This is an optimization exercise on Yosys and OpenROAD, whose aim is small area, a short achievable clock period and few clock cycles per item, not a production implementation. RTL that was checked went through simulation tests only; none was proved equivalent to the original. Power is estimated from default activity; no workload was simulated.

==> flow/design.v <==
`timescale 1ns / 1ps
`default_nettype none
module framed_ascii_decimal_parser #(
	parameter int MAX_CHARS = 63,
	parameter int MAX_FRAC_DIGITS = 6
) (
	input wire logic clk,
	input wire logic arst_n,
	input wire logic s_tvalid,
	output logic s_tready,
	input wire logic [7:0] s_tdata,
	output logic m_tvalid,
	input wire logic m_tready,
	output logic [55:0] m_tdata,
	output logic [2:0] m_tuser,
	input wire logic cfg_valid,
	output logic cfg_ready,
	input wire logic cfg_index,
	input wire logic [7:0] cfg_data
);
	logic [7:0] start_q, end_q;
	always_ff @(posedge clk or negedge arst_n) begin
		if (!arst_n) begin
			start_q <= 8'd60;
			end_q <= 8'd62;
		end else if (cfg_valid) begin
			if (cfg_index) end_q <= cfg_data;
			else start_q <= cfg_data;
		end
	end
	assign cfg_ready = 1'b1;
	logic v1_q;
	logic is_start1_q, is_end1_q, is_digit1_q, is_point1_q;
	logic [3:0] e1_q;	 
	logic [3:0] d1;
	logic in_frame_q, point_q, bad_q, trunc_q, sat_q;
	logic [5:0] count_q;
	logic full_q;	 
	logic [2:0] frac_q;
	logic [31:0] int_q;
	logic [23:0] bcd_q;	 
	logic busy_q, valid_q;
	logic [2:0] steps_q;
	logic [31:0] int_b_q;
	logic [15:0] fbin_q;
	logic [2:0] frac_b_q;
	logic bad_b_q, trunc_b_q, sat_b_q;
	logic idle, close, open, body, room, fdig, stall, go, handoff;
	assign idle = !busy_q && !valid_q;
	assign open = !in_frame_q && is_start1_q;
	assign close = in_frame_q && is_end1_q;
	assign body = in_frame_q && !is_end1_q;
	assign room = !full_q;
	assign fdig = body && room && is_digit1_q && point_q && (frac_q != 3'd6);
	assign stall = (close && !idle) || (fdig && busy_q);
	assign go = v1_q && !stall;
	assign handoff = v1_q && close && idle;
	logic block_q;
	logic v1_n, is_end1_n, is_digit1_n, in_frame_n, point_n, busy_n, valid_n;
	logic is_digit_in;
	assign s_tready = !block_q;
	assign is_digit_in = (s_tdata[7:4] == 4'h3) && (s_tdata[3:0] <= 4'd9);
	assign v1_n = s_tready ? s_tvalid : (v1_q && !go);
	assign is_end1_n = s_tready ? (s_tdata == end_q) : is_end1_q;
	assign is_digit1_n = s_tready ? is_digit_in : is_digit1_q;
	assign in_frame_n = (go && open) ? 1'b1 : (go && close) ? 1'b0 : in_frame_q;
	assign point_n = (go && open) ? 1'b0 :
		(go && body && room && !is_digit1_q && is_point1_q) ? 1'b1 : point_q;
	assign busy_n = handoff || (busy_q && (steps_q != 3'd0));
	assign valid_n = handoff ? valid_q : busy_q ? (valid_q || (steps_q == 3'd0)) : (valid_q && !m_tready);
	always_ff @(posedge clk or negedge arst_n) begin
		if (!arst_n) begin
			v1_q <= 1'b0;
			block_q <= 1'b0;
		end else begin
			v1_q <= v1_n;
			block_q <= (v1_n && in_frame_n &&
				((is_end1_n && (busy_n || valid_n)) || (is_digit1_n && point_n && busy_n)));
		end
	end
	always_ff @(posedge clk) begin
		if (s_tready) begin
			is_start1_q <= (s_tdata == start_q);
			is_end1_q <= (s_tdata == end_q);
			is_digit1_q <= is_digit_in;
			is_point1_q <= (s_tdata == 8'h2e);
			e1_q <= {s_tdata[3], s_tdata[2] | s_tdata[3], s_tdata[1] | s_tdata[3], s_tdata[0]};
		end
	end
	assign d1 = {e1_q[3], e1_q[2] & !e1_q[3], e1_q[1] & !e1_q[3], e1_q[0]};
	logic [31:0] int_x10;
	logic int_ovf;
	logic [30:0] add_a, add_b, add_s;
	logic add_c;
	assign add_a = {int_q[28:0], e1_q[2], e1_q[1]};
	assign add_b = int_q[30:0];
	assign add_c = e1_q[3];
	always_comb begin
		logic [30:0] g, p, gg, pp;
		g = add_a & add_b;
		p = add_a ^ add_b;
		gg = g;
		pp = p;
		gg[0] = g[0] | (p[0] & add_c);
		for (int l = 0; l < 5; l++) begin
			for (int i = 30; i >= 0; i--) begin
				if ((i >> l) & 1) begin
					gg[i] = gg[i] | (pp[i] & gg[((i >> l) << l) - 1]);
					pp[i] = pp[i] & pp[((i >> l) << l) - 1];
				end
			end
		end
		add_s = p ^ {gg[29:0], add_c};
	end
	assign int_x10 = {add_s, e1_q[0]};
	localparam logic [31:0] OVF_K = 32'h19999999;
	logic [32:0] ovf_gt, ovf_eq;
	always_comb begin
		ovf_gt[32] = 1'b0;
		ovf_eq[32] = 1'b1;
		for (int i = 31; i >= 0; i--) begin
			ovf_gt[i] = ovf_gt[i+1] | (ovf_eq[i+1] & int_q[i] & !OVF_K[i]);
			ovf_eq[i] = ovf_eq[i+1] & (int_q[i] == OVF_K[i]);
		end
	end
	assign int_ovf = ovf_gt[0] | (ovf_eq[0] & (e1_q[3] | (e1_q[2] & e1_q[1])));
	logic int_dig;
	assign int_dig = body && room && is_digit1_q && !point_q;
	always_ff @(posedge clk) begin
		if (v1_q && open)
			int_q <= 32'd0;
		else if (v1_q && int_dig)
			int_q <= int_x10;
	end
	always_ff @(posedge clk or negedge arst_n) begin
		if (!arst_n)
			in_frame_q <= 1'b0;
		else if (go) begin
			if (open)
				in_frame_q <= 1'b1;
			else if (close)
				in_frame_q <= 1'b0;
		end
	end
	always_ff @(posedge clk) begin
		if (go) begin
			if (open) begin
				point_q <= 1'b0;
				bad_q <= 1'b0;
				trunc_q <= 1'b0;
				sat_q <= 1'b0;
				count_q <= 6'd0;
				full_q <= 1'b0;
				frac_q <= 3'd0;
			end else if (body) begin
				if (!room) begin
					trunc_q <= 1'b1;
				end else begin
					count_q <= count_q + 6'd1;
					full_q <= (count_q == 6'd62);
					if (is_digit1_q) begin
						if (point_q) begin
							if (frac_q == 3'd6)
								trunc_q <= 1'b1;
							else
								frac_q <= frac_q + 3'd1;
						end else begin
							if (int_ovf)
								sat_q <= 1'b1;
						end
					end else if (is_point1_q && !point_q) begin
						point_q <= 1'b1;
					end else begin
						bad_q <= 1'b1;
					end
				end
			end
		end
	end
	function automatic logic [3:0] dstep(input logic [2:0] r, input logic c);
		logic [3:0] n;
		begin
			n[3] = (!r[2] & r[1]) | (r[0] & c);
			n[2] = (!r[1] & r[0] & c) | (r[2] & !c);
			n[1] = r[0] | (!r[1] & c) | (r[2] & !c);
			n[0] = (!r[1] & !c) | (!r[2] & r[1] & c);
			dstep = n;
		end
	endfunction
	function automatic logic [23:0] dbl(input logic [23:0] f);
		logic [23:0] n;
		begin
			for (int j = 0; j < 6; j++)
				n[4*j +: 4] = dstep(f[4*j +: 3], (j > 0) ? f[4*((j > 0) ? j - 1 : 0) + 3] : 1'b0);
			dbl = n;
		end
	endfunction
	function automatic logic [3:0] dcode(input logic [3:0] d);
		case (d)
			4'd0: dcode = 4'b0110;
			4'd1: dcode = 4'b0000;
			4'd2: dcode = 4'b0001;
			4'd3: dcode = 4'b0010;
			4'd4: dcode = 4'b0011;
			4'd5: dcode = 4'b1110;
			4'd6: dcode = 4'b1000;
			4'd7: dcode = 4'b1001;
			4'd8: dcode = 4'b1010;
			default: dcode = 4'b1011;
		endcase
	endfunction
	logic [23:0] bcd0, bcd1, bcd2, bcd3;
	logic [3:0] fbits;	 
	logic conv;
	assign bcd0 = bcd_q;
	assign bcd1 = dbl(bcd0);
	assign bcd2 = dbl(bcd1);
	assign bcd3 = dbl(bcd2);
	assign fbits = {bcd0[23], bcd1[23], bcd2[23], bcd3[23]};
	assign conv = busy_q || handoff;
	always_ff @(posedge clk) begin
		for (int j = 0; j < 6; j++) begin
			if (conv)
				bcd_q[4*(5-j) +: 4] <= bcd3[4*(5-j) +: 4];
			else if (go && fdig && frac_q == 3'(j))
				bcd_q[4*(5-j) +: 4] <= dcode(d1);
			else if (go && fdig && frac_q < 3'(j))
				bcd_q[4*(5-j) +: 4] <= 4'b0110;
		end
	end
	logic fzero, fsat;
	assign fzero = handoff ? (frac_q == 3'd0) : (frac_b_q == 3'd0);
	assign fsat = handoff ? sat_q : sat_b_q;
	logic [3:0] fmask;
	assign fmask = (fbits & {4{!fzero}}) | {4{fsat}};
	always_ff @(posedge clk) begin
		if (conv)
			fbin_q <= {fbin_q[12:1], handoff ? fmask[3] : fbin_q[0], fmask[2:0]};
		if (handoff) begin
			int_b_q <= int_q | {32{sat_q}};
			frac_b_q <= frac_q;
			bad_b_q <= bad_q;
			trunc_b_q <= trunc_q;
			sat_b_q <= sat_q;
		end
	end
	always_ff @(posedge clk or negedge arst_n) begin
		if (!arst_n) begin
			busy_q <= 1'b0;
			valid_q <= 1'b0;
			steps_q <= 3'd0;
		end else begin
			if (handoff) begin
				busy_q <= 1'b1;
				steps_q <= 3'd3;
			end else if (busy_q) begin
				steps_q <= steps_q - 3'd1;
				if (steps_q == 3'd0) begin
					busy_q <= 1'b0;
					valid_q <= 1'b1;
				end
			end else if (m_tready) begin
				valid_q <= 1'b0;
			end
		end
	end
	assign m_tvalid = valid_q;
	assign m_tdata = {5'd0, frac_b_q, int_b_q, fbin_q};
	assign m_tuser = {sat_b_q, trunc_b_q, bad_b_q};
endmodule
`default_nettype wire
Settings: LEC_CHECK=0, ABC_AREA=1, CAP_MARGIN=20, CORE_MARGIN=2, CORE_UTILIZATION=40, CTS_BUF_LIST=sky130_fd_sc_hd__clkbuf_8, SETUP_SLACK_MARGIN=3.2, SLEW_MARGIN=20; clock period 5.5 ns.
run.sh (not shown) runs the stock make flow with config.mk's settings and CLKGATE_MAP_FILE= SYNTH_SCRIPT=/design/flow/synth_recipe.tcl, a recipe that flattens the netlist after the stock synthesis.
The starting point passed the timing, design-rule and antenna checks.
Testbench counts at the start, summed over its fixed seeds: cycles 12,722, items 1,200.
Rerun with:
--- a/flow/design.v
+++ b/flow/design.v
@@ -36,5 +36,4 @@
 	logic in_frame_q, point_q, bad_q, trunc_q, sat_q;
 	logic [5:0] count_q;
-	logic full_q;	 
 	logic [2:0] frac_q;
 	logic [31:0] int_q;
@@ -43,5 +42,5 @@
 	logic [2:0] steps_q;
 	logic [31:0] int_b_q;
-	logic [15:0] fbin_q;
+	logic [17:0] fbin_q;
 	logic [2:0] frac_b_q;
 	logic bad_b_q, trunc_b_q, sat_b_q;
@@ -51,17 +50,17 @@
 	assign close = in_frame_q && is_end1_q;
 	assign body = in_frame_q && !is_end1_q;
-	assign room = !full_q;
+	assign room = (count_q != 6'd63);
 	assign fdig = body && room && is_digit1_q && point_q && (frac_q != 3'd6);
 	assign stall = (close && !idle) || (fdig && busy_q);
 	assign go = v1_q && !stall;
 	assign handoff = v1_q && close && idle;
-	logic block_q;
+	logic s_tready_q;
 	logic v1_n, is_end1_n, is_digit1_n, in_frame_n, point_n, busy_n, valid_n;
 	logic is_digit_in;
-	assign s_tready = !block_q;
+	assign s_tready = s_tready_q;
 	assign is_digit_in = (s_tdata[7:4] == 4'h3) && (s_tdata[3:0] <= 4'd9);
-	assign v1_n = s_tready ? s_tvalid : (v1_q && !go);
-	assign is_end1_n = s_tready ? (s_tdata == end_q) : is_end1_q;
-	assign is_digit1_n = s_tready ? is_digit_in : is_digit1_q;
+	assign v1_n = s_tready_q ? s_tvalid : (v1_q && !go);
+	assign is_end1_n = s_tready_q ? (s_tdata == end_q) : is_end1_q;
+	assign is_digit1_n = s_tready_q ? is_digit_in : is_digit1_q;
 	assign in_frame_n = (go && open) ? 1'b1 : (go && close) ? 1'b0 : in_frame_q;
 	assign point_n = (go && open) ? 1'b0 :
@@ -72,8 +71,8 @@
 		if (!arst_n) begin
 			v1_q <= 1'b0;
-			block_q <= 1'b0;
+			s_tready_q <= 1'b1;
 		end else begin
 			v1_q <= v1_n;
-			block_q <= (v1_n && in_frame_n &&
+			s_tready_q <= !(v1_n && in_frame_n &&
 				((is_end1_n && (busy_n || valid_n)) || (is_digit1_n && point_n && busy_n)));
 		end
@@ -97,19 +96,23 @@
 	assign add_c = e1_q[3];
 	always_comb begin
-		logic [30:0] g, p, gg, pp;
+		logic [30:0] g, t, p, gg, tt;
+		logic [31:0] c;
 		g = add_a & add_b;
+		t = add_a | add_b;
 		p = add_a ^ add_b;
 		gg = g;
-		pp = p;
-		gg[0] = g[0] | (p[0] & add_c);
+		tt = t;
 		for (int l = 0; l < 5; l++) begin
 			for (int i = 30; i >= 0; i--) begin
 				if ((i >> l) & 1) begin
-					gg[i] = gg[i] | (pp[i] & gg[((i >> l) << l) - 1]);
-					pp[i] = pp[i] & pp[((i >> l) << l) - 1];
+					gg[i] = gg[i] | (tt[i] & gg[((i >> l) << l) - 1]);
+					tt[i] = tt[i] & tt[((i >> l) << l) - 1];
 				end
 			end
 		end
-		add_s = p ^ {gg[29:0], add_c};
+		c[0] = add_c;
+		for (int i = 0; i < 31; i++)
+			c[i+1] = gg[i] | (tt[i] & add_c);
+		add_s = p ^ c[30:0];
 	end
 	assign int_x10 = {add_s, e1_q[0]};
@@ -125,12 +128,4 @@
 	end
 	assign int_ovf = ovf_gt[0] | (ovf_eq[0] & (e1_q[3] | (e1_q[2] & e1_q[1])));
-	logic int_dig;
-	assign int_dig = body && room && is_digit1_q && !point_q;
-	always_ff @(posedge clk) begin
-		if (v1_q && open)
-			int_q <= 32'd0;
-		else if (v1_q && int_dig)
-			int_q <= int_x10;
-	end
 	always_ff @(posedge clk or negedge arst_n) begin
 		if (!arst_n)
@@ -151,6 +146,6 @@
 				sat_q <= 1'b0;
 				count_q <= 6'd0;
-				full_q <= 1'b0;
 				frac_q <= 3'd0;
+				int_q <= 32'd0;
 			end else if (body) begin
 				if (!room) begin
@@ -158,5 +153,4 @@
 				end else begin
 					count_q <= count_q + 6'd1;
-					full_q <= (count_q == 6'd62);
 					if (is_digit1_q) begin
 						if (point_q) begin
@@ -166,4 +160,5 @@
 								frac_q <= frac_q + 3'd1;
 						end else begin
+							int_q <= int_x10;
 							if (int_ovf)
 								sat_q <= 1'b1;
@@ -211,5 +206,5 @@
 	endfunction
 	logic [23:0] bcd0, bcd1, bcd2, bcd3;
-	logic [3:0] fbits;	 
+	logic [2:0] fbits;
 	logic conv;
 	assign bcd0 = bcd_q;
@@ -217,5 +212,5 @@
 	assign bcd2 = dbl(bcd1);
 	assign bcd3 = dbl(bcd2);
-	assign fbits = {bcd0[23], bcd1[23], bcd2[23], bcd3[23]};
+	assign fbits = {bcd0[23], bcd1[23], bcd2[23]};
 	assign conv = busy_q || handoff;
 	always_ff @(posedge clk) begin
@@ -232,9 +227,7 @@
 	assign fzero = handoff ? (frac_q == 3'd0) : (frac_b_q == 3'd0);
 	assign fsat = handoff ? sat_q : sat_b_q;
-	logic [3:0] fmask;
-	assign fmask = (fbits & {4{!fzero}}) | {4{fsat}};
 	always_ff @(posedge clk) begin
 		if (conv)
-			fbin_q <= {fbin_q[12:1], handoff ? fmask[3] : fbin_q[0], fmask[2:0]};
+			fbin_q <= {fbin_q[14:0], (fbits & {3{!fzero}}) | {3{fsat}}};
 		if (handoff) begin
 			int_b_q <= int_q | {32{sat_q}};
@@ -253,5 +246,5 @@
 			if (handoff) begin
 				busy_q <= 1'b1;
-				steps_q <= 3'd3;
+				steps_q <= 3'd4;
 			end else if (busy_q) begin
 				steps_q <= steps_q - 3'd1;
@@ -266,5 +259,5 @@
 	end
 	assign m_tvalid = valid_q;
-	assign m_tdata = {5'd0, frac_b_q, int_b_q, fbin_q};
+	assign m_tdata = {5'd0, frac_b_q, int_b_q, fbin_q[17:2]};
 	assign m_tuser = {sat_b_q, trunc_b_q, bad_b_q};
 endmodule
What happened: Worst setup slack stays flat; clock skew is about the same; utilization stays flat; via count is higher by a few percent; routed wire length rose by roughly a tenth; clock power came out lower by a few percent; power is lower by a quarter to a third; sequential cell count came out higher by 1.
For the second run of this note, only the layout was checked, not whether the RTL still works.

---

framed_ascii_decimal_parser, a different RTL version from the one above (not shown whole).
Size: about 1100 cells after synthesis, about 150 flip-flops, roughly 9300 µm² of cells after synthesis.
## framed_ascii_decimal_parser
module framed_ascii_decimal_parser #(
	parameter int MAX_CHARS = 63,
	parameter int MAX_FRAC_DIGITS = 6
) (
	input wire logic clk,
	input wire logic arst_n,
	input wire logic s_tvalid,
	output logic s_tready,
	input wire logic [7:0] s_tdata,
	output logic m_tvalid,
	input wire logic m_tready,
	output logic [55:0] m_tdata,
	output logic [2:0] m_tuser,
	input wire logic cfg_valid,
	output logic cfg_ready,
	input wire logic cfg_index,
	input wire logic [7:0] cfg_data
);
clock: 5.5 ns
lec_check: 0
abc_area: 1
cap_margin: 20
core_margin: 2
core_utilization: 40
setup_slack_margin: 3.2
slew_margin: 20
Testbench counts at the start, summed over its fixed seeds: cycles 12,597, items 1,200.
Edit:
--- a/flow/design.v
+++ b/flow/design.v
@@ -51,54 +51,53 @@
 	assign body = in_frame_q && !is_end1_q;
 	assign room = (count_q != 6'd63);
 	assign fdig = body && room && is_digit1_q && point_q && (frac_q != 3'd6);
 	assign stall = (close && !idle) || (fdig && busy_q);
 	assign go = v1_q && !stall;
 	assign handoff = v1_q && close && idle;
-	assign s_tready = !(v1_q && in_frame_q &&
-		((is_end1_q && !idle) || (is_digit1_q && point_q && busy_q)));
-	always_ff @(posedge clk or negedge arst_n) begin
-		if (!arst_n)
+	logic s_tready_q;
+	logic v1_n, is_end1_n, is_digit1_n, in_frame_n, point_n, busy_n, valid_n;
+	logic is_digit_in;
+	assign s_tready = s_tready_q;
+	assign is_digit_in = (s_tdata[7:4] == 4'h3) && (s_tdata[3:0] <= 4'd9);
+	assign v1_n = s_tready_q ? s_tvalid : (v1_q && !go);
+	assign is_end1_n = s_tready_q ? (s_tdata == end_q) : is_end1_q;
+	assign is_digit1_n = s_tready_q ? is_digit_in : is_digit1_q;
+	assign in_frame_n = (go && open) ? 1'b1 : (go && close) ? 1'b0 : in_frame_q;
+	assign point_n = (go && open) ? 1'b0 :
+		(go && body && room && !is_digit1_q && is_point1_q) ? 1'b1 : point_q;
+	assign busy_n = handoff || (busy_q && (steps_q != 2'd0));
+	assign valid_n = handoff ? valid_q : busy_q ? (valid_q || (steps_q == 2'd0)) : (valid_q && !m_tready);
+	always_ff @(posedge clk or negedge arst_n) begin
+		if (!arst_n) begin
 			v1_q <= 1'b0;
-		else if (s_tready)
-			v1_q <= s_tvalid;
+			s_tready_q <= 1'b1;
+		end else begin
+			v1_q <= v1_n;
+			s_tready_q <= !(v1_n && in_frame_n &&
+				((is_end1_n && (busy_n || valid_n)) || (is_digit1_n && point_n && busy_n)));
+		end
 	end
 	always_ff @(posedge clk) begin
 		if (s_tready) begin
 			is_start1_q <= (s_tdata == start_q);
 			is_end1_q <= (s_tdata == end_q);
-			is_digit1_q <= (s_tdata[7:4] == 4'h3) && (s_tdata[3:0] <= 4'd9);
+			is_digit1_q <= is_digit_in;
 			is_point1_q <= (s_tdata == 8'h2e);
 			e1_q <= {s_tdata[3], s_tdata[2] | s_tdata[3], s_tdata[1] | s_tdata[3], s_tdata[0]};
 		end
 	end
 	assign d1 = {e1_q[3], e1_q[2] & !e1_q[3], e1_q[1] & !e1_q[3], e1_q[0]};
 	logic [31:0] int_x10;
 	logic int_ovf;
 	logic [30:0] add_a, add_b, add_s;
 	logic add_c;
 	assign add_a = {int_q[28:0], e1_q[2], e1_q[1]};
 	assign add_b = int_q[30:0];
 	assign add_c = e1_q[3];
-	always_comb begin
-		logic [30:0] g, p, gg, pp;
-		g = add_a & add_b;
-		p = add_a ^ add_b;
-		gg = g;
-		pp = p;
-		gg[0] = g[0] | (p[0] & add_c);
-		for (int l = 0; l < 5; l++) begin
-			for (int i = 30; i >= 0; i--) begin
-				if ((i >> l) & 1) begin
-					gg[i] = gg[i] | (pp[i] & gg[((i >> l) << l) - 1]);
-					pp[i] = pp[i] & pp[((i >> l) << l) - 1];
-				end
-			end
-		end
-		add_s = p ^ {gg[29:0], add_c};
-	end
+	assign add_s = add_a + add_b + {30'd0, add_c};
 	assign int_x10 = {add_s, e1_q[0]};
 	localparam logic [31:0] OVF_K = 32'h19999999;
 	logic [32:0] ovf_gt, ovf_eq;
 	always_comb begin
 		ovf_gt[32] = 1'b0;
 		ovf_eq[32] = 1'b1;
Outcome: First-iteration DRC count goes up by about 60%; power goes up by about 4%; setup slack gains 0.024 ns; flip-flop and latch count goes up by 1; wire length goes up by 19%; global-route usage goes up by 1.3 points.
The RTL of the second run of this note was laid out without a check of its function.

## what the ideal ports hide
Ports are ideal in the flow. The routed layouts listed here were re-timed in OpenROAD.
Step 1, drivers: a clkbuf_16 drives clk and a buf_2 each remaining input, both assumed.
Step 2, shift: input delay + t, output delay - t, t = (earliest + latest rising clock arrival at the registers) / 2. This alone moves slack from input paths to output paths.
a / b / c = ideal / step 1 / step 2; a / b = the first two.
run | t (ns) | slack for setup (ns) | hold WS [ns] | clock arrival spread, ns
the first run of note 1 | 0.488 | 3.176 / 3.176 / 2.936 | 0.424 / 0.424 / 0.424 | 0.013 / 0.013
the second run of note 1 | 0.502 | 3.174 / 3.135 / 2.818 | 0.431 / 0.431 / 0.431 | 0.017 / 0.017
the first run of note 2 | 0.471 | 3.040 / 3.037 / 3.040 | 0.423 / 0.423 / 0.423 | 0.010 / 0.009
the second run of note 2 | 0.475 | 3.064 / 3.064 / 2.811 | 0.425 / 0.425 / 0.425 | 0.016 / 0.015
After both steps setup and hold are still met in every run listed. For the second run of note 1, which loses most, drivers alone change the setup slack by -0.039 ns; drivers and shift together by -0.356 ns.
